What follows belongs to an exercise in optimizing a design on an open flow for small area, a short achievable clock period and few clock cycles per item; a production flow would make more cautious choices.
RTL that was checked went through simulation tests only; none was proved equivalent to the original.
The RTL of runs 2 and 3 was laid out without a check of its function.
Power and IR drop assume default switching activity.

==> flow/design.v <==
`timescale 1ns / 1ps
package ucs_pkg;
  localparam int MAX_LEN_DEF = 4096;
  localparam int CH_W     = 8;
  localparam int OFS_W    = 13;
  localparam int PORT_W   = 16;
  localparam int NUM_COMP = 7;
  localparam logic [CH_W-1:0] CH_HASH  = 8'h23;
  localparam logic [CH_W-1:0] CH_QUEST = 8'h3F;
  localparam logic [CH_W-1:0] CH_SLASH = 8'h2F;
  localparam logic [CH_W-1:0] CH_COLON = 8'h3A;
  localparam logic [CH_W-1:0] CH_PLUS  = 8'h2B;
  localparam logic [CH_W-1:0] CH_MINUS = 8'h2D;
  localparam logic [CH_W-1:0] CH_DOT   = 8'h2E;
  localparam logic [CH_W-1:0] CH_ZERO  = 8'h30;
  localparam logic [CH_W-1:0] CH_NINE  = 8'h39;
  typedef struct packed {
    logic [NUM_COMP-1:0] mask;
    logic [OFS_W-1:0]    s;
    logic [OFS_W-1:0]    q;
    logic [OFS_W-1:0]    h;
    logic [OFS_W-1:0]    n;
    logic                has_host;
    logic                abs_flag;
    logic                frag_only_flag;
    logic                overflow;
  } ucs_snap_t;
  function automatic logic is_alpha(input logic [CH_W-1:0] c);
    is_alpha = ((c >= 8'h61 && c <= 8'h7A) || (c >= 8'h41 && c <= 8'h5A));
  endfunction
  function automatic logic is_digit(input logic [CH_W-1:0] c);
    is_digit = ((c >= CH_ZERO) && (c <= CH_NINE));
  endfunction
  function automatic logic is_scheme_char(input logic [CH_W-1:0] c);
    is_scheme_char = (is_alpha(c) || is_digit(c) || c == CH_PLUS || c == CH_MINUS || c == CH_DOT);
  endfunction
endpackage
`timescale 1ns / 1ps
module ucs_parser (
  input  logic                     clk,
  input  logic                     rst,
  input  logic                     step,    
  input  logic                     clear,   
  input  logic [ucs_pkg::CH_W-1:0] ch,
  output ucs_pkg::ucs_snap_t       snap,
  output logic [ucs_pkg::OFS_W-1:0]  l_out,
  output logic [ucs_pkg::OFS_W-1:0]  e_out,
  output logic [ucs_pkg::PORT_W-1:0] port_out,
  output logic                     port_ok,
  output logic                     in_auth,
  output logic                     in_auth_next   
);
  localparam int W = ucs_pkg::OFS_W;
  typedef enum logic [2:0] {
    M_START, M_SCHEME, M_AT_P, M_SLASH1, M_AUTH, M_PATH, M_QUERY, M_FRAG
  } mode_t;
  mode_t         mode, mode_n;
  logic [W-1:0]  pos;
  logic [W-1:0]  s_pos, l_pos, e_pos, q_pos, h_pos, p1;
  logic          absolute, frag_only, has_host, colon_seen;
  logic          has_path, has_query, has_frag, overflow;
  logic [16:0]   acc;       
  logic [3:0]    dig;       
  logic          fold;
  logic [2:0]    cnt;       
  logic          bad;
  logic is_hash, is_quest, is_slash, is_colon, is_al, is_dg, is_sc;
  assign is_hash  = (ch == ucs_pkg::CH_HASH);
  assign is_quest = (ch == ucs_pkg::CH_QUEST);
  assign is_slash = (ch == ucs_pkg::CH_SLASH);
  assign is_colon = (ch == ucs_pkg::CH_COLON);
  assign is_al    = ucs_pkg::is_alpha(ch);
  assign is_dg    = ucs_pkg::is_digit(ch);
  assign is_sc    = ucs_pkg::is_scheme_char(ch);
  assign p1 = pos + W'(1);
  logic live;   
  assign live = step && !pos[W-1];
  logic set_c, set_l, set_e, set_q, set_h, set_path, set_host, set_fonly;
  logic port_acc, port_bad;
  always_comb begin
    mode_n    = mode;
    set_c     = 1'b0;
    set_l     = 1'b0;
    set_e     = 1'b0;
    set_q     = 1'b0;
    set_h     = 1'b0;
    set_path  = 1'b0;
    set_host  = 1'b0;
    set_fonly = 1'b0;
    port_acc  = 1'b0;
    port_bad  = 1'b0;
    unique case (mode)
      M_START, M_AT_P: begin
        if (is_hash) begin
          set_h     = 1'b1;
          set_fonly = (mode == M_START);
          mode_n    = M_FRAG;
        end else if (is_quest) begin
          set_q  = 1'b1;
          mode_n = M_QUERY;
        end else if (mode == M_START && is_al) begin
          mode_n = M_SCHEME;
        end else if (is_slash) begin
          mode_n = M_SLASH1;
        end else begin
          set_path = 1'b1;
          mode_n   = M_PATH;
        end
      end
      M_SCHEME: begin
        if (is_colon) begin
          set_c  = 1'b1;
          mode_n = M_AT_P;
        end else if (!is_sc) begin
          set_path = 1'b1;
          mode_n   = M_PATH;
          if (is_quest) begin
            set_q  = 1'b1;
            mode_n = M_QUERY;
          end else if (is_hash) begin
            set_h  = 1'b1;
            mode_n = M_FRAG;
          end
        end
      end
      M_SLASH1: begin
        if (is_slash) begin
          set_host = 1'b1;
          mode_n   = M_AUTH;
        end else begin
          set_path = 1'b1;
          mode_n   = M_PATH;
          if (is_quest) begin
            set_q  = 1'b1;
            mode_n = M_QUERY;
          end else if (is_hash) begin
            set_h  = 1'b1;
            mode_n = M_FRAG;
          end
        end
      end
      M_AUTH: begin
        if (is_slash) begin
          set_e    = 1'b1;
          set_path = 1'b1;
          mode_n   = M_PATH;
        end else if (is_quest) begin
          set_e  = 1'b1;
          set_q  = 1'b1;
          mode_n = M_QUERY;
        end else if (is_hash) begin
          set_e  = 1'b1;
          set_h  = 1'b1;
          mode_n = M_FRAG;
        end else if (is_colon) begin
          set_l = 1'b1;
        end else if (colon_seen) begin
          if (!is_dg || cnt >= 3'd5) port_bad = 1'b1;
          else                       port_acc = 1'b1;
        end
      end
      M_PATH: begin
        if (is_quest) begin
          set_q  = 1'b1;
          mode_n = M_QUERY;
        end else if (is_hash) begin
          set_h  = 1'b1;
          mode_n = M_FRAG;
        end
      end
      M_QUERY: begin
        if (is_hash) begin
          set_h  = 1'b1;
          mode_n = M_FRAG;
        end
      end
      default: ;
    endcase
  end
  always_ff @(posedge clk) begin
    if (rst || clear) begin
      mode       <= M_START;
      pos        <= '0;
      absolute   <= 1'b0;
      frag_only  <= 1'b0;
      has_host   <= 1'b0;
      colon_seen <= 1'b0;
      has_path   <= 1'b0;
      has_query  <= 1'b0;
      has_frag   <= 1'b0;
      overflow   <= 1'b0;
    end else if (step) begin
      if (pos[W-1]) begin
        overflow <= 1'b1;
      end else begin
        pos  <= p1;
        mode <= mode_n;
        if (set_c)     absolute   <= 1'b1;
        if (set_fonly) frag_only  <= 1'b1;
        if (set_host)  has_host   <= 1'b1;
        if (set_l)     colon_seen <= 1'b1;
        if (set_path)  has_path   <= 1'b1;
        if (set_q)     has_query  <= 1'b1;
        if (set_h)     has_frag   <= 1'b1;
      end
    end
  end
  always_ff @(posedge clk) begin
    if (live && (set_c || set_host)) s_pos <= p1;
    if (live && set_l) l_pos <= p1;
    if ((live && set_e) || (clear && mode == M_AUTH)) e_pos <= pos;
    if (live && set_q) q_pos <= p1;
    if (live && set_h) h_pos <= p1;
    if (live && set_l) begin
      acc  <= '0;
      cnt  <= '0;
      bad  <= 1'b0;
    end else begin
      if (fold) acc <= 17'(acc[13:0]) * 17'd10 + 17'(dig);
      if (live && port_bad) begin
        bad <= 1'b1;
      end else if (live && port_acc) begin
        dig <= ch[3:0];
        cnt <= cnt + 3'd1;
      end
    end
  end
  always_ff @(posedge clk) begin
    if (rst) fold <= 1'b0;
    else     fold <= live && port_acc && !set_l;
  end
  always_comb begin
    snap.mask = {1'b1, has_frag, has_query,
                 has_path || mode == M_SCHEME || mode == M_SLASH1,
                 colon_seen, has_host, absolute};
    snap.s          = (absolute || has_host) ? s_pos : '0;
    snap.q          = q_pos;
    snap.h          = h_pos;
    snap.n          = pos;
    snap.has_host   = has_host;
    snap.abs_flag       = absolute;
    snap.frag_only_flag = frag_only;
    snap.overflow       = overflow;
  end
  assign l_out    = l_pos;
  assign e_out    = e_pos;
  assign port_out = acc[15:0];
  assign port_ok  = !bad && cnt != 3'd0 && !acc[16];
  assign in_auth  = (mode == M_AUTH);
  assign in_auth_next = !(rst || clear) && (live ? (mode_n == M_AUTH) : in_auth);
endmodule
`timescale 1ns / 1ps
module ucs_emit (
  input  logic                        clk,
  input  logic                        rst,
  input  logic                        load,
  input  ucs_pkg::ucs_snap_t          snap_in,
  input  logic [ucs_pkg::OFS_W-1:0]   l_in,
  input  logic [ucs_pkg::OFS_W-1:0]   e_in,
  input  logic [ucs_pkg::PORT_W-1:0]  port_in,
  input  logic                        port_valid,
  output logic                        free,
  output logic                        le_busy,
  output logic                        le_busy_next,   
  output logic                        rec_valid,
  input  logic                        rec_ready,
  output logic [2:0]                  rec_component,
  output logic [ucs_pkg::OFS_W-1:0]   rec_start_offset,
  output logic [ucs_pkg::OFS_W-1:0]   rec_length,
  output logic [ucs_pkg::PORT_W-1:0]  rec_port_value,
  output logic                        rec_abs_flag,
  output logic                        rec_frag_only_flag,
  output logic                        rec_overflow,
  output logic                        rec_last
);
  localparam int W = ucs_pkg::OFS_W;
  ucs_pkg::ucs_snap_t           snap;
  logic [ucs_pkg::NUM_COMP-1:0] pending;    
  logic [ucs_pkg::NUM_COMP-1:0] sel;        
  logic [ucs_pkg::NUM_COMP-1:0] after_sel, sel_after, sel_load;
  logic                         busy;       
  logic [2:0]                   sel_comp;
  logic                         out_valid;
  logic                         advance;
  logic                         port_ok;    
  function automatic logic [ucs_pkg::NUM_COMP-1:0] lowest(input logic [ucs_pkg::NUM_COMP-1:0] m);
    lowest = m & (~m + ucs_pkg::NUM_COMP'(1));
  endfunction
  assign sel       = lowest(pending);
  assign after_sel = pending & ~sel;
  assign sel_after = lowest(after_sel);
  assign sel_load  = lowest(snap_in.mask);
  always_comb begin
    sel_comp = 3'd6;
    for (int i = ucs_pkg::NUM_COMP - 1; i >= 0; i--) begin
      if (sel[i]) sel_comp = 3'(i);
    end
  end
  assign advance = busy && (!out_valid || rec_ready);
  assign free    = !busy || (sel[6] && advance);
  typedef struct packed {
    logic b_s, b_l, b_e, b_q, b_h;
    logic s_s, s_l, s_e, s_q, s_h, s_n;
    logic two, ci;
  } pick_t;
  function automatic pick_t pick_of(input logic [ucs_pkg::NUM_COMP-1:0] r,
                                    input logic [ucs_pkg::NUM_COMP-1:0] p,
                                    input logic hh);
    pick_t x;
    x.b_s = r[1] | (r[3] & !hh);
    x.b_l = r[2];
    x.b_e = r[3] & hh;
    x.b_q = r[4];
    x.b_h = r[5];
    x.s_s = r[0];
    x.s_l = r[1] & p[2];
    x.s_e = (r[1] & !p[2]) | r[2];
    x.s_q = r[3] & p[4];
    x.s_h = (r[3] & !p[4] & p[5]) | (r[4] & p[5]);
    x.s_n = (r[3] & !p[4] & !p[5]) | (r[4] & !p[5]) | r[5] | r[6];
    x.two = r[0] & hh;
    x.ci  = x.s_e | x.s_n;
    pick_of = x;
  endfunction
  pick_t pick;
  logic [W-1:0] base, stop, len;
  assign base = ({W{pick.b_s}} & snap.s) | ({W{pick.b_l}} & l_in) | ({W{pick.b_e}} & e_in) |
                ({W{pick.b_q}} & snap.q) | ({W{pick.b_h}} & snap.h);
  assign stop = ({W{pick.s_s}} & snap.s) | ({W{pick.s_l}} & l_in) | ({W{pick.s_e}} & e_in) |
                ({W{pick.s_q}} & snap.q) | ({W{pick.s_h}} & snap.h) | ({W{pick.s_n}} & snap.n);
  logic [W:0] len_x;
  assign len_x = {stop, 1'b1} + {~(base | {{(W-2){1'b0}}, pick.two, 1'b0}), pick.ci};
  assign len   = len_x[W:1];
  always_ff @(posedge clk) begin
    if (rst) begin
      pending   <= '0;
      busy      <= 1'b0;
      pick      <= '0;
      out_valid <= 1'b0;
    end else begin
      if (load) begin
        pending <= snap_in.mask;
        busy    <= 1'b1;
        pick    <= pick_of(sel_load, snap_in.mask, snap_in.has_host);
      end else if (advance) begin
        pending <= after_sel;
        busy    <= !sel[6];
        pick    <= pick_of(sel_after, after_sel, snap.has_host);
      end
      if (advance)        out_valid <= 1'b1;
      else if (rec_ready) out_valid <= 1'b0;
    end
  end
  always_ff @(posedge clk) begin
    if (load) snap <= snap_in;
    if (advance) begin
      rec_component      <= sel_comp;
      rec_start_offset   <= base;
      rec_length         <= len;
      rec_abs_flag       <= snap.abs_flag;
      rec_frag_only_flag <= snap.frag_only_flag;
      rec_overflow       <= snap.overflow;
      rec_last           <= sel[6];
    end
  end
  logic port_ok_next, out_valid_next, hh_next;
  logic [ucs_pkg::NUM_COMP-1:0] pending_next;
  assign port_ok_next   = (advance & sel[2] & port_valid) | (!advance & port_ok);
  assign out_valid_next = !rst && (advance || (out_valid && !rec_ready));
  assign pending_next   = rst ? '0 : load ? snap_in.mask : advance ? after_sel : pending;
  assign hh_next        = load ? snap_in.has_host : snap.has_host;
  assign le_busy_next   = pending_next[1] || pending_next[2] || (pending_next[3] && hh_next) ||
                          (out_valid_next && port_ok_next);
  always_ff @(posedge clk) port_ok <= port_ok_next;
  assign le_busy = pending[1] || pending[2] || (pending[3] && snap.has_host) ||
                   (out_valid && port_ok);
  assign rec_port_value = port_ok ? port_in : '0;
  assign rec_valid      = out_valid;
endmodule
`timescale 1ns / 1ps
module uri_component_splitter_top #(
  parameter int MAX_LEN = ucs_pkg::MAX_LEN_DEF
) (
  input  logic              clk,
  input  logic              rst,
  input  logic              uri_valid,
  output logic              uri_ready,
  input  logic [ucs_pkg::CH_W-1:0]   uri_ch,
  input  logic              uri_end_of_uri,
  output logic              rec_valid,
  input  logic              rec_ready,
  output logic [2:0]        rec_component,
  output logic [ucs_pkg::OFS_W-1:0]  rec_start_offset,
  output logic [ucs_pkg::OFS_W-1:0]  rec_length,
  output logic [ucs_pkg::PORT_W-1:0] rec_port_value,
  output logic              rec_abs_flag,
  output logic              rec_frag_only_flag,
  output logic              rec_overflow,
  output logic              rec_last
);
  ucs_pkg::ucs_snap_t snap;
  logic [ucs_pkg::OFS_W-1:0]  l_pos, e_pos;
  logic [ucs_pkg::PORT_W-1:0] port_value;
  logic      port_ok;
  logic      in_auth, le_busy, in_auth_next, le_busy_next;
  logic      ready;      
  logic      free;
  logic      waiting;    
  logic      consume, ended, load;
  logic                      in_v, in_eou;
  logic [ucs_pkg::CH_W-1:0]  in_ch;
  logic in_v_next, waiting_next;
  assign consume   = in_v && ready;
  assign uri_ready = ready;
  assign ended     = consume && in_eou;
  assign load      = free && (ended || waiting);
  assign in_v_next    = !rst && (ready ? uri_valid : in_v);
  assign waiting_next = !rst && (ended || waiting) && !free;
  always_ff @(posedge clk) begin
    in_v    <= in_v_next;
    waiting <= waiting_next;
    ready   <= !in_v_next || (!waiting_next && !(in_auth_next && le_busy_next));
  end
  always_ff @(posedge clk) begin
    if (uri_ready) begin
      in_ch  <= uri_ch;
      in_eou <= uri_end_of_uri;
    end
  end
  ucs_parser u_parser (
    .clk      (clk),
    .rst      (rst),
    .step     (consume && !in_eou),
    .clear    (load),
    .ch       (in_ch),
    .snap     (snap),
    .l_out    (l_pos),
    .e_out    (e_pos),
    .port_out (port_value),
    .port_ok  (port_ok),
    .in_auth  (in_auth),
    .in_auth_next (in_auth_next)
  );
  ucs_emit u_emit (
    .clk        (clk),
    .rst        (rst),
    .load       (load),
    .snap_in    (snap),
    .l_in       (l_pos),
    .e_in       (e_pos),
    .port_in    (port_value),
    .port_valid (port_ok),
    .free       (free),
    .le_busy    (le_busy),
    .le_busy_next (le_busy_next),
    .rec_valid          (rec_valid),
    .rec_ready          (rec_ready),
    .rec_component      (rec_component),
    .rec_start_offset   (rec_start_offset),
    .rec_length         (rec_length),
    .rec_port_value     (rec_port_value),
    .rec_abs_flag       (rec_abs_flag),
    .rec_frag_only_flag (rec_frag_only_flag),
    .rec_overflow       (rec_overflow),
    .rec_last           (rec_last)
  );
endmodule
==> flow/run.sh <==
#!/bin/bash
# synth_recipe.tcl (not shown) runs the flow's synth.tcl, then flattens the netlist and writes it again
# the make line also repeats each setting of config.mk as NAME=value (left out here)
make -C /OpenROAD-flow-scripts/flow DESIGN_CONFIG=/design/flow/config.mk WORK_HOME=/design/flow/orfs CLKGATE_MAP_FILE= SYNTH_SCRIPT=/design/flow/synth_recipe.tcl finish
==> flow/config.mk <==
export PLATFORM = sky130hd
export DESIGN_NAME = uri_component_splitter_top
export DESIGN_NICKNAME = uri_component_splitter_top
export VERILOG_FILES = /design/flow/design.v
export SDC_FILE = /design/flow/constraint.sdc
export NUM_CORES = 4
export LEC_CHECK = 0
export CAP_MARGIN = 20
export CORE_MARGIN = 2
export CORE_UTILIZATION = 40
export CTS_CLUSTER_DIAMETER = 100
export CTS_CLUSTER_SIZE = 28
export SETUP_SLACK_MARGIN = 2.0
export SLEW_MARGIN = 20
==> flow/constraint.sdc <==
create_clock -name core_clock -period 5.0 [get_ports {clk}]
set_input_delay 1.0000 -clock core_clock [delete_from_list [all_inputs] [get_ports {clk}]]
set_output_delay 1.0000 -clock core_clock [all_outputs]
set_load 0.01 [all_outputs]
==> metrics.csv, run 1 <==
stage,metric,value,unit
synth,synth_top_area_frac,0.448,
sta,rsz0062_at_grt,yes,
global_routing,grt_max_degree,49,
global_routing,grt_pass1_vias,7227,
pwr,internal_power,0.00280,W
critical_path,end_kind,flop,
sta,tightest_slew,0.987,ns
floorplanning,die-area,29300,um2
pwr,pwr-share-comb,0.086,
clock_tree,cts_tree,built,
clock_tree,clock_sinks,238,
synth,synth-edff-count,167,
run_status,status,finished clean,
clock_tree,root_buffer,clkbuf_16,
critical_path,cp.required,5.42,ns
drt,viasPerCell,5.32,
global_routing,grt_first_pass_wirelength,39100,um
pwr,p_leak,4.59,nW
drt,vias,7736,
floorplanning,floorplan.initialDensity,0.405,
synth,yosys_warnings,3,
pwr,clkPwrFrac,0.318,
drt,detail-route-antenna-nets,0,
layout,diodes,0,
floorplanning,io_pins,64,
synth,synth_fp_nets,1076,
critical_path,startpoint,u_parser.acc[1]$_SDFFE_PP0P_,
sta,fin_hold_ws,0.423,ns
synth,ys_ff_latch,238,
synth,ys.flop_type,edfxtp_1,
critical_path,startpoint_type,flop,
synth,syn-instance-count,1013,
min_path,hold_class,reg2reg,
critical_path,crit_path_max_fanout,4,
critical_path,crit_type,reg2reg,
drt,wl,24800,um
sta,slew_headroom,0.341,
drt,drc,0,
synth,synth.avg_cell_area,11.0,um2
critical_path,crit-reg2reg-launch,u_parser.acc[1]$_SDFFE_PP0P_,
clock_tree,clk_latency,0.50,ns
global_routing,overflow,0,
global_routing,grt_usage,0.169,
clock_tree,htreeDepth,1,
sta,finalCritPeriodShare,0.590,
synth,synth-seq-area-share,0.575,
drt,dr.pass1.iters,5,
synth,synth.distinct_cells,65,
sta,max_freq,0.339,GHz
place,numPortBuffers,63,
clock_tree,cts_buffers,13,
clock_tree,cts_buffer_depth,3,
layout,final_cells,1455,
place,dpl.hpwl,16900,um
drt,wl_per_cell,17.0,um
floorplanning,row_count,61,
synth,async_reset_ff_frac,0,
sta,clock_skew,0.0520,ns
critical_path,timing.rr.end,u_parser.acc[16]$_SDFFE_PP0P_,
layout,drive_gt1_frac,0.0975,
synth,synth_area,11200,um2
pwr,p_sw,0.000852,W
pwr,pwr_density_cell,282,nW/um2
pwr,switching_share,0.233,
drt,drtIter0Drc,598,
sta,setup_violations,0,
layout,areaGrowthSynthToFinish,15.8,%
critical_path,cp.arrival,3.37,ns
layout,nets,1134,
sta,finalMaxSlewViolations,0,
sta,hold_violations,0,
critical_path,r2r_slack,2.05,ns
floorplanning,coreArea,27600,um2
pwr,p_seq_frac,0.595,
sta,setup_tns,0,ns
synth,yosysTopAreaCell,edfxtp_1,
clock_tree,cts_hold_buf,0,
critical_path,reg2reg_depth,13,
floorplanning,die_w,171,um
global_routing,antenna_found_initial,0,
clock_tree,path_clk_slew,0.11,ns
job,cap_viol_max_count,0,
critical_path,cp-endpoint,u_parser.acc[16]$_SDFFE_PP0P_,
place,place.gp.congestion,0.837,
synth,synth.area.top_cells,"edfxtp_1 (45%), dfxtp_1 (13%), ha_1 (5.3%)",
place,dp.cells,1424,
floorplanning,die_h,171,um
sta,layout_min_cycle_time,2.95,ns
pwr,ir_worst_vdd,0.265,mV
[flip-flops by register name, indices dropped and copies added (netlist names), 3 cells and up]
register	count
in_ch	8
u_emit.pending	6
u_emit.pick	13
u_emit.rec_component	3
u_emit.rec_length	13
u_emit.rec_start_offset	13
u_emit.snap	56
u_parser.acc	17
u_parser.cnt	3
u_parser.dig	4
u_parser.e_pos	13
u_parser.h_pos	13
u_parser.l_pos	13
u_parser.mode	3
u_parser.pos	13
u_parser.q_pos	13
u_parser.s_pos	13
[cells in the mapped netlist (3+ instances only)]
| library cell | instances |
|---|---|
| edfxtp_1 | 167 |
| nand2_1 | 104 |
| nor2_1 | 87 |
| dfxtp_1 | 71 |
| a21oi_1 | 61 |
| a22oi_1 | 52 |
| ha_1 | 47 |
| inv_1 | 42 |
| nand3_1 | 41 |
| clkbuf_1 | 39 |
| o21ai_0 | 33 |
| xor2_1 | 30 |
| xnor2_1 | 26 |
| nor2b_1 | 19 |
| and2_1 | 18 |
| nor3_1 | 16 |
| a211oi_1 | 13 |
| and4_1 | 11 |
| nand2b_1 | 11 |
| o31ai_1 | 10 |
| or3_1 | 9 |
| a31oi_1 | 8 |
| o211ai_1 | 8 |
| and3_1 | 7 |
| mux2i_1 | 7 |
| nand4_1 | 7 |
| a21o_1 | 5 |
| nor4_1 | 4 |
| o21a_1 | 4 |
| buf_2 | 3 |
| buf_6 | 3 |
| fa_1 | 3 |
| inv_2 | 3 |
| maj3_1 | 3 |
| nor3b_1 | 3 |
[cell families (layout without fill, tap and decap cells)]
family	Yosys count	in the layout	synth area share
compound gates	216	216	0.125
xor+xnor	56	56	0.0438
fa+ha+maj	53	53	0.0606
buf+inv	92	156	0.0333
flops	238	238	0.575
mux	7	7	0.00626
simple gates	351	351	0.155
[per-stage QoR]
stage / power [W] / area (um2) / util / setup WS (ns)
after floorplan: 0.00242 / 11200 / - / 2.00
after global placement: 0.00251 / 12200 / 0.443 / 1.67
after detailed placement: 0.00251 / 12200 / 0.443 / 1.65
after CTS: 0.00368 / 12800 / 0.462 / 1.96
after global routing: 0.00380 / 13000 / 0.469 / 1.89
final: 0.00366 / 13000 / 0.469 / 2.05
[layout by cell type, fill, tap and decap left out, types with 4 or more instances in the layout]
cell	n
o211ai_1	8
ha_1	43
mux2i_1	7
nand3_1	40
xor2_1	29
ha_4	4
buf_4	24
clkdlybuf4s50_1	63
a22oi_1	52
and2_1	18
o21ai_0	28
clkbuf_16	13
or3_1	8
nor2_1	84
a21oi_1	57
xnor2_1	26
and3_1	6
nand2_1	103
dfxtp_2	12
nand4_1	7
o31ai_1	7
nor2b_1	19
a21o_1	5
a31oi_1	8
a211oi_1	12
clkbuf_1	6
nor4_1	4
nand2b_1	9
nor3_1	14
dfxtp_4	5
o21a_1	4
and4_1	11
inv_1	41
edfxtp_1	167
dfxtp_1	54
[cell type report]
cell class / count / area (um2)
Fill cell: 2615 / 14700
Multi-Input combinational cell: 683 / 4580
Sequential cell: 238 / 6470
Inverter: 45 / 176
Timing Repair Buffer: 90 / 853
Clock inverter: 2 / 50.0
Clock buffer: 19 / 348
Tap cell: 378 / 473
[power by group through the flow]
stage	combinational, W	sequential, W	clock, W
after floorplan	0.000199	0.00222	0
after global placement	0.000288	0.00222	0
after detailed placement	0.000290	0.00222	0
after CTS	0.000297	0.00218	0.00120
after global routing	0.000352	0.00218	0.00126
final	0.000316	0.00218	0.00116
[how the worst min path moves through the flow]
stage                                      from                            end  slack (ns)  cells after the start
finish              u_parser.q_pos[8]$_DFFE_PP_      u_emit.snap[38]$_DFFE_PP_        0.42                      0
global route        u_parser.q_pos[8]$_DFFE_PP_      u_emit.snap[38]$_DFFE_PP_        0.43                      0
CTS                 u_parser.q_pos[8]$_DFFE_PP_      u_emit.snap[38]$_DFFE_PP_        0.43                      0
detailed placement  u_parser.h_pos[3]$_DFFE_PP_      u_emit.snap[20]$_DFFE_PP_        0.40                      0
global placement    u_parser.h_pos[1]$_DFFE_PP_      u_emit.snap[18]$_DFFE_PP_        0.40                      0
floorplan              u_emit.snap[2]$_DFFE_PP_  u_emit.rec_abs_flag$_DFFE_PP_        0.40                      0
[critical path, stage by stage (launching register included)]
cell and delay [ns]:
dfxtp_4 0.37, ha_4 0.27, ha_4 0.13, inv_2 0.03, fa_2 0.33, nand2b_4 0.17, a21oi_4 0.18, o21a_1 0.15
o31ai_2 0.10, or3_4 0.41, nor4b_4 0.25, nand3_1 0.12, xnor2_1 0.14, a211oi_1 0.21
[what timing repair did]
item / 4_1_cts / 5_1_grt
resized for setup: 30 / 37
pin swaps: 3 / 11
endpoints found under the setup margin: 95 / 87
buffers inserted: 2 / 8
[routing by layer]
layer / up-vias / wire length, um / share of wire / global-route usage
li1: 3781 / - / - / -
met1: 3693 / 11400 / 0.46 / 0.245
met2: 239 / 11600 / 0.47 / 0.272
met3: 23 / 1530 / 0.062 / 0.0205
met4: 0 / 323 / 0.013 / 0.0361
met5: - / 0 / 0 / 0
Testbench counts, summed over its fixed seeds: cycles 95,490, items 94,275.
==> run 2: changes to the inputs <==
--- a/flow/design.v
+++ b/flow/design.v
@@ -34,6 +34,27 @@
   function automatic logic is_scheme_char(input logic [CH_W-1:0] c);
     is_scheme_char = (is_alpha(c) || is_digit(c) || c == CH_PLUS || c == CH_MINUS || c == CH_DOT);
   endfunction
+  function automatic logic [16:0] times10_plus(input logic [13:0] a, input logic [3:0] d);
+    logic [16:0] x, y, z, sv, cv, g, p, gn, pn;
+    x  = {a, 3'b000};
+    y  = {2'b00, a, 1'b0};
+    z  = {13'd0, d};
+    sv = x ^ y ^ z;
+    cv = {((x & y) | (x & z) | (y & z)), 1'b0};
+    g  = sv & cv;
+    p  = sv ^ cv;
+    for (int dd = 1; dd < 17; dd = dd * 2) begin
+      gn = g;
+      pn = p;
+      for (int i = dd; i < 17; i++) begin
+        gn[i] = g[i] | (p[i] & g[i - dd]);
+        pn[i] = p[i] & p[i - dd];
+      end
+      g = gn;
+      p = pn;
+    end
+    times10_plus = (sv ^ cv) ^ {g[15:0], 1'b0};
+  endfunction
 endpackage
 `timescale 1ns / 1ps
 module ucs_parser (
@@ -216,7 +237,7 @@
       cnt  <= '0;
       bad  <= 1'b0;
     end else begin
-      if (fold) acc <= 17'(acc[13:0]) * 17'd10 + 17'(dig);
+      if (fold) acc <= ucs_pkg::times10_plus(acc[13:0], dig);
       if (live && port_bad) begin
         bad <= 1'b1;
       end else if (live && port_acc) begin
==> run 2 against run 1 <==
Effect of this change: sequential power about the same; synthesized cell count decreased by 0.79%; register-to-register slack improved by 0.08 ns; largest cell class unchanged; critical path depth decreased by 5.
==> metrics.csv, run 2 <==
stage,metric,value,unit
critical_path,r2r_slack,2.13,ns
floorplanning,die_w,172,um
critical_path,cp.required,5.25,ns
sta,setup_tns,0,ns
clock_tree,root_buffer,clkbuf_16,
sta,rsz0062_at_grt,yes,
layout,largest_register,u_emit.snap,
global_routing,grt_max_degree,73,
pwr,clkPwrFrac,0.320,
pwr,p_leak,4.51,nW
synth,async_reset_ff_frac,0,
sta,hold_violations,0,
clock_tree,cts_buffer_depth,3,
clock_tree,cts_buffers,13,
drt,wl_per_cell,17.7,um
job,cap_viol_max_count,0,
layout,reg_top3,"u_emit.snap (56), u_parser.acc (17)",
sta,finalMaxSlewViolations,0,
drt,wl,25400,um
drt,viasPerCell,5.41,
clock_tree,path_clk_slew,0.11,ns
sta,layout_min_cycle_time,2.87,ns
synth,yosysMostFrequentCell,edfxtp_1,
critical_path,startpoint_type,flop,
synth,yosys_warnings,3,
synth,synth-seq-area-share,0.572,
synth,synth_top_area_frac,0.445,
global_routing,grt_first_pass_wirelength,39900,um
critical_path,crit_type,reg2reg,
min_path,hold_class,reg2reg,
global_routing,antenna_found_initial,0,
synth,synth_area,11300,um2
pwr,switching_share,0.235,
sta,clock_skew,0.0323,ns
critical_path,end_kind,flop,
synth,synth.area.top_cells,"edfxtp_1 (45%), dfxtp_1 (13%), ha_1 (5.2%)",
sta,max_freq,0.348,GHz
critical_path,crit_path_max_fanout,14,
floorplanning,die-area,29500,um2
synth,syn-instance-count,1005,
pwr,pwr_density_cell,289,nW/um2
layout,layout_common_cells,"edfxtp_1 (167), nand2_1 (96), nor2_1 (88), clkdlybuf4s50_1 (63), dfxtp_1 (59)",
clock_tree,clk_latency,0.50,ns
clock_tree,htreeDepth,1,
drt,detail-route-antenna-nets,0,
global_routing,grt_usage,0.173,
place,place.gp.congestion,0.842,
floorplanning,row_count,61,
floorplanning,io_pins,64,
sta,finalCritPeriodShare,0.575,
layout,drive_gt1_frac,0.0626,
drt,drc,0,
floorplanning,floorplan.initialDensity,0.405,
run_status,status,finished clean,
pwr,p_seq_frac,0.595,
global_routing,overflow,0,
synth,ys_ff_latch,238,
pwr,ir_worst_vdd,0.192,mV
place,dp_slack,1.20,ns
place,dpl.hpwl,16700,um
synth,synth.avg_cell_area,11.2,um2
synth,yosys-top-cells-count,"edfxtp_1 (167), nand2_1 (96), nor2_1 (89)",
synth,synth.distinct_cells,78,
layout,nets,1111,
sta,setup_violations,0,
synth,synth_fp_nets,1068,
pwr,pwr-share-comb,0.085,
layout,diodes,0,
layout,fin_util,0.458,
drt,drtIter0Drc,711,
drt,vias,7754,
sta,setup_slack,2.13,ns
layout,layout_commonest_cell,edfxtp_1,
sta,tightest_slew,1.03,ns
layout,largest_register_ffs,56,
layout,fillers,2600,
sta,slew_headroom,0.308,
clock_tree,cts_hold_buf,0,
place,dp.cells,1405,
layout,areaGrowthSynthToFinish,13.0,%
floorplanning,coreArea,27800,um2
floorplanning,die_h,172,um
place,numPortBuffers,63,
clock_tree,cts_tree,built,
synth,synth-edff-count,167,
layout,final_cells,1433,
drt,dr.pass1.iters,5,
critical_path,cp.arrival,3.13,ns
pwr,p_sw,0.000867,W
global_routing,grt_pass1_vias,7374,
synth,yosysTopAreaCell,edfxtp_1,
pwr,internal_power,0.00281,W
clock_tree,clock_sinks,238,
synth,ys.flop_type,edfxtp_1,
-- run 2: cell types whose count changed after synthesis, sizes merged, moves of 5 or more --
| cell | before | now |
|---|---|---|
| o31ai | 10 | 4 |
| nand4 | 7 | 12 |
| a21oi | 61 | 50 |
| nand2 | 105 | 96 |
| inv | 45 | 33 |
| buf | 7 | 21 |
| nand3 | 41 | 35 |
| o21a | 4 | 10 |
| clkbuf | 40 | 29 |
| a211oi | 13 | 6 |
| mux2i | 7 | 13 |
| xor2 | 30 | 19 |
-- run 2: cell families (layout without fill, tap and decap cells) --
group / count (synthesis) / count (layout) / synth area share
compound gates: 223 / 223 / 0.135
xor+xnor: 45 / 45 / 0.0350
fa+ha+maj: 51 / 51 / 0.0584
buf+inv: 85 / 135 / 0.0330
flops: 238 / 238 / 0.572
mux: 13 / 13 / 0.0116
simple gates: 350 / 350 / 0.155
-- run 2: timing repair --
action | in CTS | in global routing
cloned | 0 | 0
endpoints found under the setup margin | 115 | 88
pin swaps | 0 | 4
setup buffers | 0 | 6
gates resized for setup | 14 | 11
-- run 2: final cells by class --
cell class | count | area (um2) | share of cell area
Clock buffer | 17 | 350 | 0.0275
Clock inverter | 5 | 57.6 | 0.00452
Inverter | 35 | 140 | 0.0110
Multi-Input combinational cell | 682 | 4480 | 0.352
Sequential cell | 238 | 6460 | 0.508
Tap cell | 378 | 473 | 0.0372
Timing Repair Buffer | 78 | 759 | 0.0597
-- run 2: path summary, 6_finish.rpt --
path | start | endpoint | cells past startpoint
max | u_emit.pick[10]$_SDFFE_PP0P_ | u_emit.rec_length[12]$_DFFE_PP_ | 8
min | u_parser.q_pos[7]$_DFFE_PP_ | u_emit.snap[37]$_DFFE_PP_ | 0
max reg2reg | u_emit.pick[10]$_SDFFE_PP0P_ | u_emit.rec_length[12]$_DFFE_PP_ | 8
min reg2reg | u_parser.q_pos[7]$_DFFE_PP_ | u_emit.snap[37]$_DFFE_PP_ | 0
-- run 2: per-stage QoR --
step	hold WS (ns)	total power, W	area [um2]
floorplan	0.400	0.00244	11300
global placement	0.401	0.00253	12200
detailed placement	0.405	0.00254	12200
CTS	0.408	0.00371	12600
global route	0.429	0.00381	12700
finish	0.402	0.00368	12700
-- run 2: worst max-delay path, cell delays in order (launching register included) --
cell	delay, ns
dfxtp_2	0.59
a22oi_1	0.13
and4_1	0.25
ha_1	0.35
a21o_1	0.18
a21o_1	0.19
a211o_1	0.34
o2111a_1	0.24
or3_1	0.36
-- run 2: power groups by stage --
stage / combinational [W] / clock [W] / sequential (W)
after floorplan: 0.000219 / 0 / 0.00222
after global placement: 0.000297 / 0 / 0.00224
after detailed placement: 0.000301 / 0 / 0.00224
after CTS: 0.000303 / 0.00122 / 0.00219
after global routing: 0.000344 / 0.00127 / 0.00219
final: 0.000314 / 0.00118 / 0.00219
-- run 2: routing by layer --
| metal | global-route usage | vias up | share of wire |
|---|---|---|---|
| met3 | 0.0182 | 37 | 0.047 |
| met4 | 0.0522 | 0 | 0.027 |
| li1 | - | 3782 | - |
| met2 | 0.293 | 195 | 0.47 |
| met1 | 0.233 | 3740 | 0.45 |
| met5 | 0 | - | 0 |
==> run 3: changes to the inputs <==
--- a/flow/config.mk
+++ b/flow/config.mk
@@ -10,5 +10,5 @@
 export CORE_UTILIZATION = 40
 export CTS_CLUSTER_DIAMETER = 100
 export CTS_CLUSTER_SIZE = 28
-export SETUP_SLACK_MARGIN = 2.0
+export SETUP_SLACK_MARGIN = 2.3
 export SLEW_MARGIN = 20
==> run 3 against run 2 <==
Effect of this change: still clean; flip-flop and latch count unchanged; design area up 3.1%; clock skew down 0.011 ns; highest routed layer unchanged.
==> metrics.csv, run 3 <==
stage,metric,value,unit
critical_path,crit_path_max_fanout,6,
job,cap_viol_max_count,0,
synth,yosysMostFrequentCell,edfxtp_1,
layout,diodes,0,
clock_tree,cts_buffer_depth,3,
drt,vias,7928,
sta,setup_tns,0,ns
drt,viasPerCell,5.43,
layout,layout_commonest_cell,edfxtp_1,
place,numPortBuffers,63,
critical_path,startpoint_type,flop,
sta,setup_violations,0,
drt,detail-route-antenna-nets,0,
sta,max_freq,0.369,GHz
clock_tree,cts_hold_buf,0,
synth,syn-instance-count,1005,
floorplanning,io_pins,64,
sta,clock_skew,0.0214,ns
pwr,pwr_density_cell,284,nW/um2
drt,drtIter0Drc,714,
clock_tree,clock_sinks,238,
synth,synth-seq-area-share,0.572,
global_routing,overflow,0,
critical_path,r2r_slack,2.29,ns
drt,wl_per_cell,18.2,um
synth,yosys-top-cells-count,"edfxtp_1 (167), nand2_1 (96), nor2_1 (89)",
drt,drc,0,
layout,largest_register_ffs,56,
sta,tightest_slew,0.928,ns
sta,hold_violations,0,
critical_path,reg2reg_depth,10,
layout,largest_register,u_emit.snap,
layout,drive_gt1_frac,0.112,
synth,yosys_warnings,3,
clock_tree,cts_tree,built,
floorplanning,die-area,29500,um2
critical_path,slowest_delay,0.37,ns
place,place.gp.congestion,0.845,
sta,slew_headroom,0.380,
synth,synth_fp_nets,1068,
min_path,hold_class,reg2reg,
pwr,ir_worst_vdd,0.184,mV
sta,finalMaxSlewViolations,0,
clock_tree,root_buffer,clkbuf_16,
floorplanning,die_w,172,um
layout,reg_top3,"u_emit.snap (56), u_parser.acc (17)",
synth,synth-edff-count,167,
synth,synth_area,11300,um2
floorplanning,floorplan.initialDensity,0.405,
sta,rsz0062_at_grt,yes,
synth,synth_top_area_frac,0.445,
drt,wl,26600,um
synth,synth.area.top_cells,"edfxtp_1 (45%), dfxtp_1 (13%), ha_1 (5.2%)",
layout,areaGrowthSynthToFinish,16.5,%
critical_path,crit_chain,buf_6 > buf_6 > nand2_1 > and4_4 > ha_4 > a21o_1 > a21o_1 > a211o_1 > o2111a_1 > or3_1,
place,dpl.hpwl,17200,um
critical_path,end_kind,flop,
global_routing,grt_first_pass_wirelength,42700,um
critical_path,cp.arrival,2.94,ns
floorplanning,die_h,172,um
clock_tree,clk_latency,0.49,ns
pwr,p_leak,4.70,nW
synth,ys.flop_type,edfxtp_1,
critical_path,cp_slowest_cell,dfxtp_4,
global_routing,antenna_found_initial,0,
synth,yosysTopAreaCell,edfxtp_1,
place,place_area,12200,um2
global_routing,grt_pass1_vias,7717,
sta,finalCritPeriodShare,0.542,
min_path,hold_path_depth,0,
synth,synth.avg_cell_area,11.2,um2
synth,async_reset_ff_frac,0,
layout,nets,1138,
clock_tree,cts_buffers,13,
global_routing,grt_usage,0.184,
sta,layout_min_cycle_time,2.71,ns
clock_tree,htreeDepth,1,
drt,dr.pass1.iters,5,
synth,ys_ff_latch,238,
clock_tree,path_clk_slew,0.11,ns
layout,stdcell_area,13100,um2
floorplanning,row_count,61,
critical_path,crit_type,reg2reg,
synth,synth.distinct_cells,78,
critical_path,cp.required,5.23,ns
layout,layout_common_cells,"edfxtp_1 (167), nand2_1 (94), nor2_1 (86), clkdlybuf4s50_1 (62), dfxtp_1 (55)",
run_status,status,finished clean,
global_routing,grt_max_degree,41,
floorplanning,coreArea,27800,um2
==> run 3: kinds of logic after synthesis <==
kind of cell               Yosys count  synth area share
and+or+nand+nor                    350             0.155
DFF                                238             0.572
AOI/OAI and AO/OA                  223             0.135
buffers and inverters               85            0.0330
adders and majority gates           51            0.0584
xor gates and xnor gates            45            0.0350
muxes                               13            0.0116
==> run 3: area by class of cell <==
class	instances	area, um2
fillers	2589	14700
flip-flops and latches	238	6490
multi-input cells	682	4620
repair buffers	104	993
well taps	378	473
clock buffers	17	350
inverters	35	145
clock inverters	4	45.0
repair inverters	1	6.26
==> run 3: critical path, delay by kind of cell (launching register included) <==
family / cells / cell delay, ns
flops: 1 / 0.37
compound gates: 4 / 0.92
fa+ha+maj: 1 / 0.22
buf+inv: 2 / 0.27
simple gates: 3 / 0.67
==> run 3: layer usage <==
metal	track usage	wire, um	vias to the layer above
met5	0	0	-
met2	0.313	12700	214
li1	-	-	3856
met4	0.0537	649	0
met3	0.0168	1170	38
met1	0.251	12100	3820
==> run 3: what timing repair did <==
item / in CTS / in global routing
hold endpoints to repair: 0 / 0
pin swaps: 17 / 23
resized for setup: 44 / 29
setup buffers: 22 / 11
cloned: 1 / 0
endpoints found under the setup margin: 157 / 82
==> run 3: path summary, 6_finish.rpt <==
kind / start / to
setup / recovery: u_emit.pick[12]$_SDFFE_PP0P_ / u_emit.rec_length[12]$_DFFE_PP_
hold / removal: u_parser.q_pos[12]$_DFFE_PP_ / u_emit.snap[42]$_DFFE_PP_
hold reg to reg: u_parser.q_pos[12]$_DFFE_PP_ / u_emit.snap[42]$_DFFE_PP_
setup reg to reg: u_emit.pick[12]$_SDFFE_PP0P_ / u_emit.rec_length[12]$_DFFE_PP_
==> run 3: where the power goes <==
part	internal (W)	leakage (nW)	switching, W
Sequential	0.00214	2.18	0.0000412
Combinational	0.000171	2.33	0.000192
Clock	0.000520	0.193	0.000652
==> run 3: through the flow <==
step	total power, W	hold slack, ns	setup slack, ns	cells	util
after floorplan	0.00244	0.400	2.29	1005	-
after global placement	0.00253	0.401	1.24	1404	0.440
after detailed placement	0.00254	0.405	1.15	1404	0.440
after CTS	0.00372	0.411	2.27	1448	0.465
after global routing	0.00386	0.432	2.19	1459	0.472
final	0.00372	0.408	2.29	1459	0.472
==> run 4: changes to the inputs <==
--- a/flow/design.v
+++ b/flow/design.v
@@ -69,7 +69,9 @@
   output logic [ucs_pkg::PORT_W-1:0] port_out,
   output logic                     port_ok,
   output logic                     in_auth,
-  output logic                     in_auth_next   
+  output logic                     in_auth_next,  
+  input  logic [ucs_pkg::CH_W-1:0] ch_next,
+  output logic                     auth_write_next
 );
   localparam int W = ucs_pkg::OFS_W;
   typedef enum logic [2:0] {
@@ -269,6 +271,9 @@
   assign port_ok  = !bad && cnt != 3'd0 && !acc[16];
   assign in_auth  = (mode == M_AUTH);
   assign in_auth_next = !(rst || clear) && (live ? (mode_n == M_AUTH) : in_auth);
+  assign auth_write_next = (ch_next == ucs_pkg::CH_SLASH) || (ch_next == ucs_pkg::CH_QUEST) ||
+                           (ch_next == ucs_pkg::CH_HASH)  || (ch_next == ucs_pkg::CH_COLON) ||
+                           (colon_seen || (live && set_l));
 endmodule
 `timescale 1ns / 1ps
 module ucs_emit (
@@ -430,7 +435,8 @@
   logic      consume, ended, load;
   logic                      in_v, in_eou;
   logic [ucs_pkg::CH_W-1:0]  in_ch;
-  logic in_v_next, waiting_next;
+  logic in_v_next, waiting_next, in_eou_next, auth_write_next;
+  logic [ucs_pkg::CH_W-1:0] in_ch_next;
   assign consume   = in_v && ready;
   assign uri_ready = ready;
   assign ended     = consume && in_eou;
@@ -440,13 +446,14 @@
   always_ff @(posedge clk) begin
     in_v    <= in_v_next;
     waiting <= waiting_next;
-    ready   <= !in_v_next || (!waiting_next && !(in_auth_next && le_busy_next));
+    ready   <= !in_v_next ||
+               (!waiting_next && !(in_auth_next && le_busy_next && !in_eou_next && auth_write_next));
   end
+  assign in_ch_next  = ready ? uri_ch : in_ch;
+  assign in_eou_next = ready ? uri_end_of_uri : in_eou;
   always_ff @(posedge clk) begin
-    if (uri_ready) begin
-      in_ch  <= uri_ch;
-      in_eou <= uri_end_of_uri;
-    end
+    in_ch  <= in_ch_next;
+    in_eou <= in_eou_next;
   end
   ucs_parser u_parser (
     .clk      (clk),
@@ -460,7 +467,9 @@
     .port_out (port_value),
     .port_ok  (port_ok),
     .in_auth  (in_auth),
-    .in_auth_next (in_auth_next)
+    .in_auth_next (in_auth_next),
+    .ch_next         (in_ch_next),
+    .auth_write_next (auth_write_next)
   );
   ucs_emit u_emit (
     .clk        (clk),
--- a/flow/config.mk
+++ b/flow/config.mk
@@ -10,5 +10,5 @@
 export CORE_UTILIZATION = 40
 export CTS_CLUSTER_DIAMETER = 100
 export CTS_CLUSTER_SIZE = 28
-export SETUP_SLACK_MARGIN = 2.3
+export SETUP_SLACK_MARGIN = 2.6
 export SLEW_MARGIN = 20
==> run 4 against run 3 <==
Effect of this change: area after synthesis decreased by 0.91%; flip-flop and latch count unchanged; cell count increased by 0.82%; sequential share of layout area decreased by 2.0 points; utilization increased by 1.7 points; critical endpoint is now u_parser.acc[14]$_SDFFE_PP0P_.
==> metrics.csv, run 4 <==
stage,metric,value,unit
synth,ys.flop_type,edfxtp_1,
sta,slew_headroom,0.292,
layout,areaGrowthSynthToFinish,21.0,%
critical_path,crit_type,reg2reg,
min_path,whs_endpoint,u_emit.snap[27]$_DFFE_PP_,
sta,finalMaxSlewViolations,0,
synth,synth_top_area_frac,0.425,
clock_tree,cts_tree,built,
layout,nets,1150,
global_routing,grt_first_pass_wirelength,42000,um
sta,setup_violations,0,
pwr,pwr_density_cell,276,nW/um2
layout,layout_common_cells,"edfxtp_1 (158), nand2_1 (95), nor2_1 (80), dfxtp_1 (57), buf_4 (51)",
drt,detail-route-antenna-nets,0,
clock_tree,path_clk_slew,0.11,ns
sta,hold_violations,0,
place,dp.cells,1398,
clock_tree,cts_hold_buf,0,
synth,yosysTopAreaCell,edfxtp_1,
sta,rsz0062_at_grt,yes,
drt,drtIter0Drc,679,
place,dpl.hpwl,16900,um
global_routing,grt_usage,0.182,
critical_path,cp.required,5.37,ns
synth,synth_area,11200,um2
clock_tree,cts_buffer_depth,3,
sta,tightest_slew,1.06,ns
synth,yosysMostFrequentCell,edfxtp_1,
job,cap_viol_max_count,0,
sta,clock_skew,0.0203,ns
critical_path,timing.rr.end,u_parser.acc[14]$_SDFFE_PP0P_,
sta,finalCritPeriodShare,0.525,
sta,max_freq,0.381,GHz
synth,ys_ff_latch,238,
floorplanning,io_pins,64,
drt,drc,0,
synth,synth_fp_nets,1064,
global_routing,grt_max_degree,34,
critical_path,cp.arrival,3.00,ns
floorplanning,die_h,171,um
clock_tree,root_buffer,clkbuf_16,
layout,reg_top3,"u_emit.snap (56), u_parser.acc (17)",
floorplanning,row_count,61,
layout,largest_register_ffs,56,
synth,yosys_warnings,3,
critical_path,r2r_slack,2.37,ns
min_path,min-delay-start,u_parser.h_pos[10]$_DFFE_PP_,
pwr,p_leak,4.97,nW
sta,layout_min_cycle_time,2.63,ns
clock_tree,cts_buffers,12,
drt,wl_per_cell,18.2,um
place,place.gp.congestion,0.797,
layout,diodes,0,
layout,largest_register,u_emit.snap,
sta,setup_tns,0,ns
synth,synth.area.top_cells,"edfxtp_1 (43%), dfxtp_1 (14%), ha_1 (5.3%)",
layout,final_cells,1471,
layout,layout_commonest_cell,edfxtp_1,
floorplanning,die-area,29200,um2
global_routing,antenna_found_initial,0,
drt,wl,26700,um
global_routing,grt_pass1_vias,7688,
floorplanning,coreArea,27600,um2
global_routing,overflow,0,
drt,viasPerCell,5.40,
synth,synth-seq-area-share,0.569,
synth,synth.avg_cell_area,11.1,um2
layout,fillers,2509,
layout,drive_gt1_frac,0.179,
critical_path,end_kind,flop,
run_status,status,finished clean,
drt,dr.pass1.iters,5,
place,numPortBuffers,63,
critical_path,crit-reg2reg-launch,u_parser.dig[3]$_DFFE_PP_,
clock_tree,clock_sinks,238,
layout,fin_util,0.489,
clock_tree,clk_latency,0.49,ns
floorplanning,floorplan.initialDensity,0.404,
synth,synth-edff-count,158,
critical_path,startpoint_type,flop,
pwr,ir_worst_vdd,0.171,mV
min_path,hold_class,reg2reg,
synth,yosys-top-cells-count,"edfxtp_1 (158), nand2_1 (97), nor2_1 (85)",
floorplanning,die_w,171,um
clock_tree,htreeDepth,1,
synth,synth.distinct_cells,71,
min_path,hold_path_depth,0,
critical_path,reg2reg_depth,9,
synth,async_reset_ff_frac,0,
critical_path,crit_path_max_fanout,2,
synth,syn-instance-count,1001,
drt,vias,7946,
[run 4: kinds of logic after synthesis]
logic type / share of synthesized area
fa+ha+maj: 0.0608
xor+xnor: 0.0377
simple gates: 0.157
mux: 0.0224
flops: 0.569
compound gates: 0.123
buf+inv: 0.0298
[run 4: metal layers]
metal  routed length (um)  global-route usage  share of wire
met1                11800               0.248           0.44
met2                12600               0.301           0.47
met3                 1490              0.0194          0.056
met4                  763              0.0656          0.029
met5                    0                   0              0
[run 4: how the worst max path moves through the flow]
| stage | start | to | slack, ns | depth (start not counted) |
|---|---|---|---|---|
| floorplan | rec_ready | ready$_DFF_P_ | 2.38 | 9 |
| global placement | rec_ready | ready$_DFF_P_ | 1.44 | 10 |
| global route | u_parser.dig[3]$_DFFE_PP_ | u_parser.acc[16]$_SDFFE_PP0P_ | 2.24 | 9 |
| detailed placement | rec_ready | ready$_DFF_P_ | 1.39 | 10 |
| finish | u_parser.dig[3]$_DFFE_PP_ | u_parser.acc[14]$_SDFFE_PP0P_ | 2.37 | 9 |
| CTS | u_parser.dig[3]$_DFFE_PP_ | u_parser.acc[14]$_SDFFE_PP0P_ | 2.28 | 9 |
[run 4: final cells by class]
cell class | count | area, um2 | share of cell area
Clock buffer | 17 | 340 | 0.0252
Clock inverter | 3 | 21.3 | 0.00157
Inverter | 29 | 128 | 0.00945
Multi-Input combinational cell | 681 | 4920 | 0.364
Sequential cell | 238 | 6410 | 0.474
Tap cell | 378 | 473 | 0.0350
Timing Repair Buffer | 124 | 1210 | 0.0896
Timing Repair inverter | 1 | 8.76 | 0.000649
[run 4: worst max-delay path: stages (launching register included)]
cell      delay [ns]
edfxtp_1        0.43
fa_1            0.50
fa_2            0.38
a211oi_2        0.24
o21a_1          0.17
o31ai_2         0.09
o41a_1          0.36
xor2_1          0.16
mux2i_1         0.13
nor2_1          0.05
[run 4: report_power, final]
part           switching (W)  internal (W)  total (W)  leakage, nW
clock network       0.000614      0.000489    0.00110        0.179
logic               0.000225      0.000212   0.000437         2.67
registers          0.0000402       0.00214    0.00218         2.12
total               0.000879       0.00284    0.00372         4.97
[run 4: per-stage QoR]
step / total power, W / area, um2 / hold WS (ns) / setup slack [ns]
6_report: 0.00372 / 13500 / 0.424 / 2.37
5_1_grt: 0.00386 / 13500 / 0.440 / 2.24
4_1_cts: 0.00375 / 13200 / 0.424 / 2.28
3_5_place_dp: 0.00259 / 12200 / 0.405 / 1.39
3_3_place_gp: 0.00259 / 12200 / 0.400 / 1.44
2_1_floorplan: 0.00248 / 11300 / 0.400 / 2.38
[run 4: timing repair]
item / 4_1_cts / 5_1_grt
resized for setup: 123 / 52
endpoints found under the setup margin: 249 / 73
pin swaps: 41 / 25
setup buffers: 34 / 15
cloned: 4 / 0
Testbench counts of run 4, summed over its fixed seeds: cycles 95,248, items 94,275.
==> run 5: changes to the inputs <==
--- a/flow/config.mk
+++ b/flow/config.mk
@@ -10,5 +10,5 @@
 export CORE_UTILIZATION = 40
 export CTS_CLUSTER_DIAMETER = 100
 export CTS_CLUSTER_SIZE = 28
-export SETUP_SLACK_MARGIN = 2.6
+export SETUP_SLACK_MARGIN = 2.3
 export SLEW_MARGIN = 20
==> run 5 against run 4 <==
Effect of this change: still clean on timing, DRC and antenna; area after synthesis unchanged; via count down 2.6%; global-route usage down 1.1 points; cell count down 2.3%.
==> metrics.csv, run 5 <==
stage,metric,value,unit
run_status,status,finished clean,
critical_path,cp_slowest_cell,edfxtp_1,
floorplanning,coreArea,27600,um2
global_routing,grt_max_degree,38,
clock_tree,path_clk_slew,0.11,ns
floorplanning,die-area,29200,um2
pwr,p_leak,4.61,nW
place,numPortBuffers,63,
clock_tree,cts_buffer_depth,3,
synth,synthMuxAreaShare,0.0224,
synth,synth-edff-count,158,
synth,synth_compound_area_frac,0.123,
clock_tree,root_buffer,clkbuf_16,
drt,wl,25600,um
sta,max_freq,0.376,GHz
drt,detail-route-antenna-nets,0,
synth,syn-instance-count,1001,
job,cap_viol_max_count,0,
sta,finalCritPeriodShare,0.532,
critical_path,startpoint_type,flop,
critical_path,crit_chain,ha_1 > ha_2 > fa_2 > a211oi_4 > o21a_1 > o31ai_1 > o41a_1 > nand3_1 > and4b_1 > nor3_1,
synth,yosys_warnings,3,
global_routing,grt_pass1_vias,7313,
drt,wl_per_cell,17.8,um
floorplanning,io_pins,64,
place,dpl.hpwl,16700,um
synth,synth_fp_nets,1064,
synth,synthXorXnorAreaFrac,0.0377,
clock_tree,cts_buffers,13,
synth,synth-adder-area-share,0.0608,
drt,drtIter0Drc,582,
synth,synth.avg_cell_area,11.1,um2
synth,synth_top_family_by_area,simple AND/OR/NAND/NOR gates,
synth,synth-seq-area-share,0.569,
layout,largest_register_ffs,56,
layout,nets,1116,
sta,setup_violations,0,
synth,ys.flop_type,edfxtp_1,
synth,yosysMostFrequentCell,edfxtp_1,
critical_path,slowest_delay,0.41,ns
clock_tree,cts_hold_buf,0,
critical_path,startpoint,u_parser.dig[2]$_DFFE_PP_,
drt,dr.pass1.iters,7,
critical_path,crit_path_max_fanout,3,
sta,hold_violations,0,
layout,layout_commonest_cell,edfxtp_1,
min_path,min-delay-start,u_parser.h_pos[12]$_DFFE_PP_,
floorplanning,die_h,171,um
sta,tightest_slew,1.06,ns
place,dp_slack,1.43,ns
clock_tree,htreeDepth,1,
sta,layout_min_cycle_time,2.66,ns
layout,areaGrowthSynthToFinish,15.2,%
drt,vias,7741,
critical_path,end_kind,flop,
drt,drc,0,
global_routing,overflow,0,
synth,synth_area,11200,um2
clock_tree,cts_tree,built,
synth,yosys-top-cells-count,"edfxtp_1 (158), nand2_1 (97), nor2_1 (85)",
sta,setup_tns,0,ns
floorplanning,row_count,61,
synth,yosysTopAreaCell,edfxtp_1,
clock_tree,clk_latency,0.48,ns
layout,diodes,0,
floorplanning,floorplan.initialDensity,0.404,
layout,reg_top3,"u_emit.snap (56), u_parser.acc (17)",
critical_path,cp_num_buf_inv,0,
synth,synth_top_area_frac,0.425,
pwr,pwr_density_cell,289,nW/um2
synth,async_reset_ff_frac,0,
min_path,hold_class,reg2reg,
critical_path,cp.required,5.37,ns
layout,largest_register,u_emit.snap,
critical_path,cp.arrival,3.03,ns
synth,synth.distinct_cells,71,
sta,setup_slack,2.34,ns
global_routing,grt_first_pass_wirelength,39200,um
sta,finalMaxSlewViolations,0,
drt,viasPerCell,5.39,
global_routing,antenna_found_initial,0,
place,place.gp.congestion,0.782,
sta,clock_skew,0.0195,ns
critical_path,crit-reg2reg-launch,u_parser.dig[2]$_DFFE_PP_,
clock_tree,clock_sinks,238,
synth,synth.area.top_cells,"edfxtp_1 (43%), dfxtp_1 (14%), ha_1 (5.3%)",
critical_path,crit_type,reg2reg,
pwr,ir_worst_vdd,0.173,mV
synth,ys_ff_latch,238,
sta,slew_headroom,0.295,
floorplanning,die_w,171,um
critical_path,cp_top_family,adder cells,
synth,synth-simple-area-share,0.157,
sta,rsz0062_at_grt,yes,
layout,layout_common_cells,"edfxtp_1 (158), nand2_1 (97), nor2_1 (83), dfxtp_1 (64), clkdlybuf4s50_1 (63)",
global_routing,grt_usage,0.171,
layout,drive_gt1_frac,0.100,
[run 5: logic make-up (layout without fill, tap and decap cells)]
family          after synthesis  in the layout
simple gates                349            349
flops                       238            238
buf+inv                      83            141
compound gates              206            206
xor+xnor                     48             48
mux                          24             24
fa+ha+maj                    53             53
[run 5: metal layers]
layer  share of wire  global-route usage  vias to the layer above  routed length [um]
met1            0.46               0.231                     3738               11800
met3           0.047              0.0194                       29                1220
met2            0.48               0.295                      192               12200
met4           0.015              0.0402                        0                 382
li1                -                   -                     3782                   -
met5               0                   0                        -                   0
[run 5: layout make-up]
type / instances / area [um2]
fillers: 2585 / 14800
flip-flops and latches: 238 / 6390
multi-input cells: 680 / 4600
repair buffers: 91 / 891
well taps: 378 / 473
clock buffers: 17 / 340
inverters: 29 / 116
clock inverters: 4 / 50.0
[run 5: repair_timing]
action,in CTS,in global routing
endpoints found under the hold margin,0,0
buffers inserted,2,13
gates cloned,0,1
gates resized for setup,34,25
pin swaps,4,13
endpoints found under the setup margin,176,56
[run 5: power by group]
part	leakage (nW)	switching [W]	internal, W
Sequential	2.12	0.0000418	0.00214
Clock	0.190	0.000651	0.000507
Combinational	2.30	0.000197	0.000169
[run 5: final timing paths]
path,endpoint,slack (ns),depth (start not counted)
max reg2reg,u_parser.acc[16]$_SDFFE_PP0P_,2.34,10
min,u_emit.snap[29]$_DFFE_PP_,0.41,0
min reg2reg,u_emit.snap[29]$_DFFE_PP_,0.41,0
max,u_parser.acc[16]$_SDFFE_PP0P_,2.34,10
[run 5: through the flow]
| stage | hold slack, ns | std cells | utilization | area [um2] | total power, W |
|---|---|---|---|---|---|
| floorplan | 0.400 | 1001 | - | 11200 | 0.00246 |
| global placement | 0.400 | 1400 | 0.440 | 12200 | 0.00257 |
| detailed placement | 0.405 | 1400 | 0.440 | 12200 | 0.00257 |
| CTS | 0.419 | 1423 | 0.458 | 12600 | 0.00372 |
| global route | 0.418 | 1437 | 0.465 | 12900 | 0.00385 |
| finish | 0.415 | 1437 | 0.465 | 12900 | 0.00371 |
==> run 6: changes to the inputs <==
==> flow/flow/run.sh (new file) <==
#!/bin/bash
# The standard layout, with the port buffers made from buf_2 cells instead of
# the delay buffers buffer_ports picks by default.
set -e
export BUFFER_PORTS_ARGS="-buffer_cell sky130_fd_sc_hd__buf_2"
bash standard.sh > standard.log 2>&1
==> flow/standard.sh (new file) <==
#!/bin/bash
# synth_recipe.tcl (not shown) runs the flow's synth.tcl, then flattens the netlist and writes it again
# the make line also repeats each setting of config.mk as NAME=value (left out here)
make -C /OpenROAD-flow-scripts/flow DESIGN_CONFIG=/design/flow/config.mk WORK_HOME=/design/flow/orfs CLKGATE_MAP_FILE= SYNTH_SCRIPT=/design/flow/synth_recipe.tcl "${@:-finish}"
removed: flow/run.sh
==> run 6 against run 5 <==
Effect of this change: still clean on timing, DRC and antenna; clock skew rose by 0.0072 ns; flip-flop and latch count is the same; clock power is essentially flat; via count fell by 0.66%; first-iteration DRC count is 1.5% higher; sequential power barely moved; critical path depth did not move; worst hold slack better by 0.0055 ns; routed wire length decreased by 3.7%; critical path type unchanged; largest power group unchanged; highest routed layer unchanged.
==> metrics.csv, run 6 <==
stage,metric,value,unit
floorplanning,die_w,171,um
global_routing,overflow,0,
synth,yosys-top-cells-count,"edfxtp_1 (158), nand2_1 (97), nor2_1 (85)",
pwr,pwr_density_cell,294,nW/um2
layout,largest_register,u_emit.snap,
min_path,hold_class,reg2reg,
drt,drc,0,
synth,synth-simple-area-share,0.157,
drt,detail-route-antenna-nets,0,
clock_tree,cts_buffers,13,
run_status,status,finished clean,
synth,synth-adder-area-share,0.0608,
floorplanning,io_pins,64,
critical_path,cp.arrival,3.15,ns
sta,finalMaxSlewViolations,0,
drt,vias,7690,
synth,synth.avg_cell_area,11.1,um2
layout,areaGrowthSynthToFinish,12.5,%
min_path,min-delay-start,u_parser.q_pos[7]$_DFFE_PP_,
clock_tree,cts_buffer_depth,3,
clock_tree,path_clk_slew,0.11,ns
synth,synthXorXnorAreaFrac,0.0377,
synth,synth_area,11200,um2
sta,max_freq,0.359,GHz
synth,syn-instance-count,1001,
synth,synth_top_area_frac,0.425,
sta,tightest_slew,1.05,ns
synth,ys.flop_type,edfxtp_1,
sta,slew_headroom,0.297,
pwr,p_leak,4.62,nW
sta,finalCritPeriodShare,0.556,
synth,synth.area.top_cells,"edfxtp_1 (43%), dfxtp_1 (14%), ha_1 (5.3%)",
place,place_area,11800,um2
synth,async_reset_ff_frac,0,
floorplanning,die_h,171,um
pwr,internal_power,0.00280,W
synth,yosysMostFrequentCell,edfxtp_1,
critical_path,startpoint,u_parser.dig[2]$_DFFE_PP_,
pwr,p_sw,0.000888,W
layout,diodes,0,
sta,setup_violations,0,
place,place.gp.congestion,0.817,
sta,setup_tns,0,ns
sta,clock_skew,0.0267,ns
synth,yosysTopAreaCell,edfxtp_1,
clock_tree,root_buffer,clkbuf_16,
pwr,ir_worst_vdd,0.242,mV
place,numPortBuffers,63,
pwr,clkPwrFrac,0.315,
critical_path,startpoint_type,flop,
sta,hold_violations,0,
synth,synth_compound_area_frac,0.123,
global_routing,grt_first_pass_wirelength,38700,um
layout,nets,1112,
synth,yosys_warnings,3,
floorplanning,row_count,61,
synth,synth_fp_nets,1064,
drt,wl_per_cell,17.2,um
clock_tree,clk_latency,0.50,ns
global_routing,antenna_found_initial,0,
pwr,pwr-share-comb,0.092,
pwr,p_seq_frac,0.593,
global_routing,grt_usage,0.167,
clock_tree,clock_sinks,238,
global_routing,grt_pass1_vias,7102,
drt,viasPerCell,5.36,
layout,stdcell_area,12600,um2
clock_tree,cts_hold_buf,0,
floorplanning,die-area,29200,um2
synth,synthMuxAreaShare,0.0224,
layout,layout_commonest_cell,edfxtp_1,
place,dpl.hpwl,16400,um
layout,fin_util,0.454,
floorplanning,coreArea,27600,um2
clock_tree,htreeDepth,1,
critical_path,crit_path_max_fanout,3,
critical_path,crit_type,reg2reg,
synth,synth-seq-area-share,0.569,
job,cap_viol_max_count,0,
drt,wl,24700,um
critical_path,r2r_slack,2.22,ns
layout,reg_top3,"u_emit.snap (56), u_parser.acc (17)",
sta,rsz0062_at_grt,yes,
drt,dr.pass1.iters,8,
layout,largest_register_ffs,56,
synth,synth-edff-count,158,
sta,setup_slack,2.22,ns
clock_tree,cts_tree,built,
synth,synth.distinct_cells,71,
layout,fillers,2599,
global_routing,grt_max_degree,44,
floorplanning,floorplan.initialDensity,0.404,
synth,synth_top_family_by_area,simple AND/OR/NAND/NOR gates,
pwr,switching_share,0.241,
critical_path,cp.required,5.37,ns
sta,layout_min_cycle_time,2.78,ns
critical_path,end_kind,flop,
drt,drtIter0Drc,591,
critical_path,crit-reg2reg-launch,u_parser.dig[2]$_DFFE_PP_,
synth,ys_ff_latch,238,
place,dp_slack,1.76,ns
layout,layout_common_cells,"edfxtp_1 (158), nand2_1 (96), nor2_1 (83), dfxtp_1 (63), buf_2 (63)",
layout,drive_gt1_frac,0.164,
## run 6: changes by cell type in the layout (fill, tap and decap cells not counted), sizes merged
cell           change
buf               +60
clkbuf             -1
clkdlybuf4s50     -63
inv                +1
## run 6: final cells by class
cell class / instances / area [um2] / area share
sequential: 238 / 6390 / 0.509
multi-input combinational: 680 / 4660 / 0.371
timing repair buffer: 87 / 515 / 0.0411
tap: 378 / 473 / 0.0377
clock buffer: 17 / 340 / 0.0271
inverter: 29 / 116 / 0.00927
clock inverter: 5 / 61.3 / 0.00488
## run 6: repair_timing
action | 4_1_cts | 5_1_grt
hold endpoints to repair | 0 | 0
endpoints found under the setup margin | 161 | 51
buffers inserted | 3 | 12
gates resized for setup | 34 | 33
pin swaps | 5 | 19
## run 6: power by group through the flow
stage / sequential [W] / combinational, W / clock (W)
2_1_floorplan: 0.00222 / 0.000243 / 0
3_3_place_gp: 0.00224 / 0.000306 / 0
3_5_place_dp: 0.00224 / 0.000307 / 0
4_1_cts: 0.00219 / 0.000315 / 0.00119
5_1_grt: 0.00220 / 0.000377 / 0.00125
6_report: 0.00219 / 0.000341 / 0.00116
## run 6: worst max-delay path, stage by stage, from the launching register on
cell      delay, ns
edfxtp_1       0.48
ha_4           0.26
ha_4           0.17
fa_2           0.42
a211oi_4       0.26
o21a_1         0.21
o31ai_4        0.07
o41a_1         0.42
xor2_1         0.17
mux2i_1        0.14
nor2_1         0.07
## run 6: final timing paths
| path | endpoint | cells after the start |
|---|---|---|
| worst max-delay path | u_parser.acc[14]$_SDFFE_PP0P_ | 10 |
| worst min register to register | u_emit.snap[37]$_DFFE_PP_ | 0 |
| worst max register to register | u_parser.acc[14]$_SDFFE_PP0P_ | 10 |
| worst min-delay path | u_emit.snap[37]$_DFFE_PP_ | 0 |
## run 6: cell families (layout without fill, tap and decap cells)
group / after synthesis / count (layout)
XOR/XNOR: 48 / 48
multiplexers: 24 / 24
AND/OR/NAND/NOR: 349 / 349
AO/OA/AOI/OAI: 206 / 206
flip-flops: 238 / 238
adder cells (fa/ha/maj): 53 / 53
buffers and inverters: 83 / 138
## run 6: through the flow
step,total power [W],hold WS (ns),instances
6_report,0.00369,0.420,1434
4_1_cts,0.00370,0.425,1422
2_1_floorplan,0.00246,0.400,1001
5_1_grt,0.00383,0.429,1434
3_5_place_dp,0.00255,0.405,1397
3_3_place_gp,0.00254,0.402,1397
## run 6: metal layers
metal  wire, um  GRT usage
met1      11400      0.234
met2      11600      0.282
met3       1190     0.0173
met4        482     0.0343
met5          0          0

[what the ideal ports hide]
The flow's constraints put no driver on any port. The routed layouts listed below were extracted and timed again, unchanged, in two steps.
Step 1: set_driving_cell puts a clkbuf_16 on clk and a buf_2 on each other input, an assumption about the parent block.
Step 2 times the ports against the registers' clock, not the clock port: input delays grow and output delays shrink by t, the midpoint of the rising clock arrivals with the driver on.
Three values: ideal, step 1, step 2; two values: the first two.
| run | t (ns) | slack for setup (ns) | hold slack, ns | worst setup path at the end | latest minus earliest clock arrival (ns) |
|---|---|---|---|---|---|
| run 1 | 0.519 | 2.049 / 2.049 / 1.918 | 0.423 / 0.423 / 0.423 | input to register | 0.052 / 0.052 |
| run 2 | 0.526 | 2.125 / 2.125 / 1.723 | 0.402 / 0.402 / 0.402 | input to register | 0.034 / 0.034 |
| run 3 | 0.524 | 2.289 / 2.289 / 1.980 | 0.408 / 0.408 / 0.408 | input to register | 0.021 / 0.022 |
| run 4 | 0.521 | 2.374 / 2.374 / 2.170 | 0.424 / 0.424 / 0.424 | input to register | 0.020 / 0.020 |
| run 5 | 0.522 | 2.341 / 2.306 / 1.896 | 0.415 / 0.415 / 0.415 | input to register | 0.020 / 0.019 |
| run 6 | 0.528 | 2.218 / 2.218 / 2.042 | 0.420 / 0.420 / 0.420 | input to register | 0.027 / 0.027 |
After both steps setup and hold are still met in every run listed. The setup slack of run 5, which loses most, moves by -0.035 ns with the drivers and by -0.445 ns with both steps.
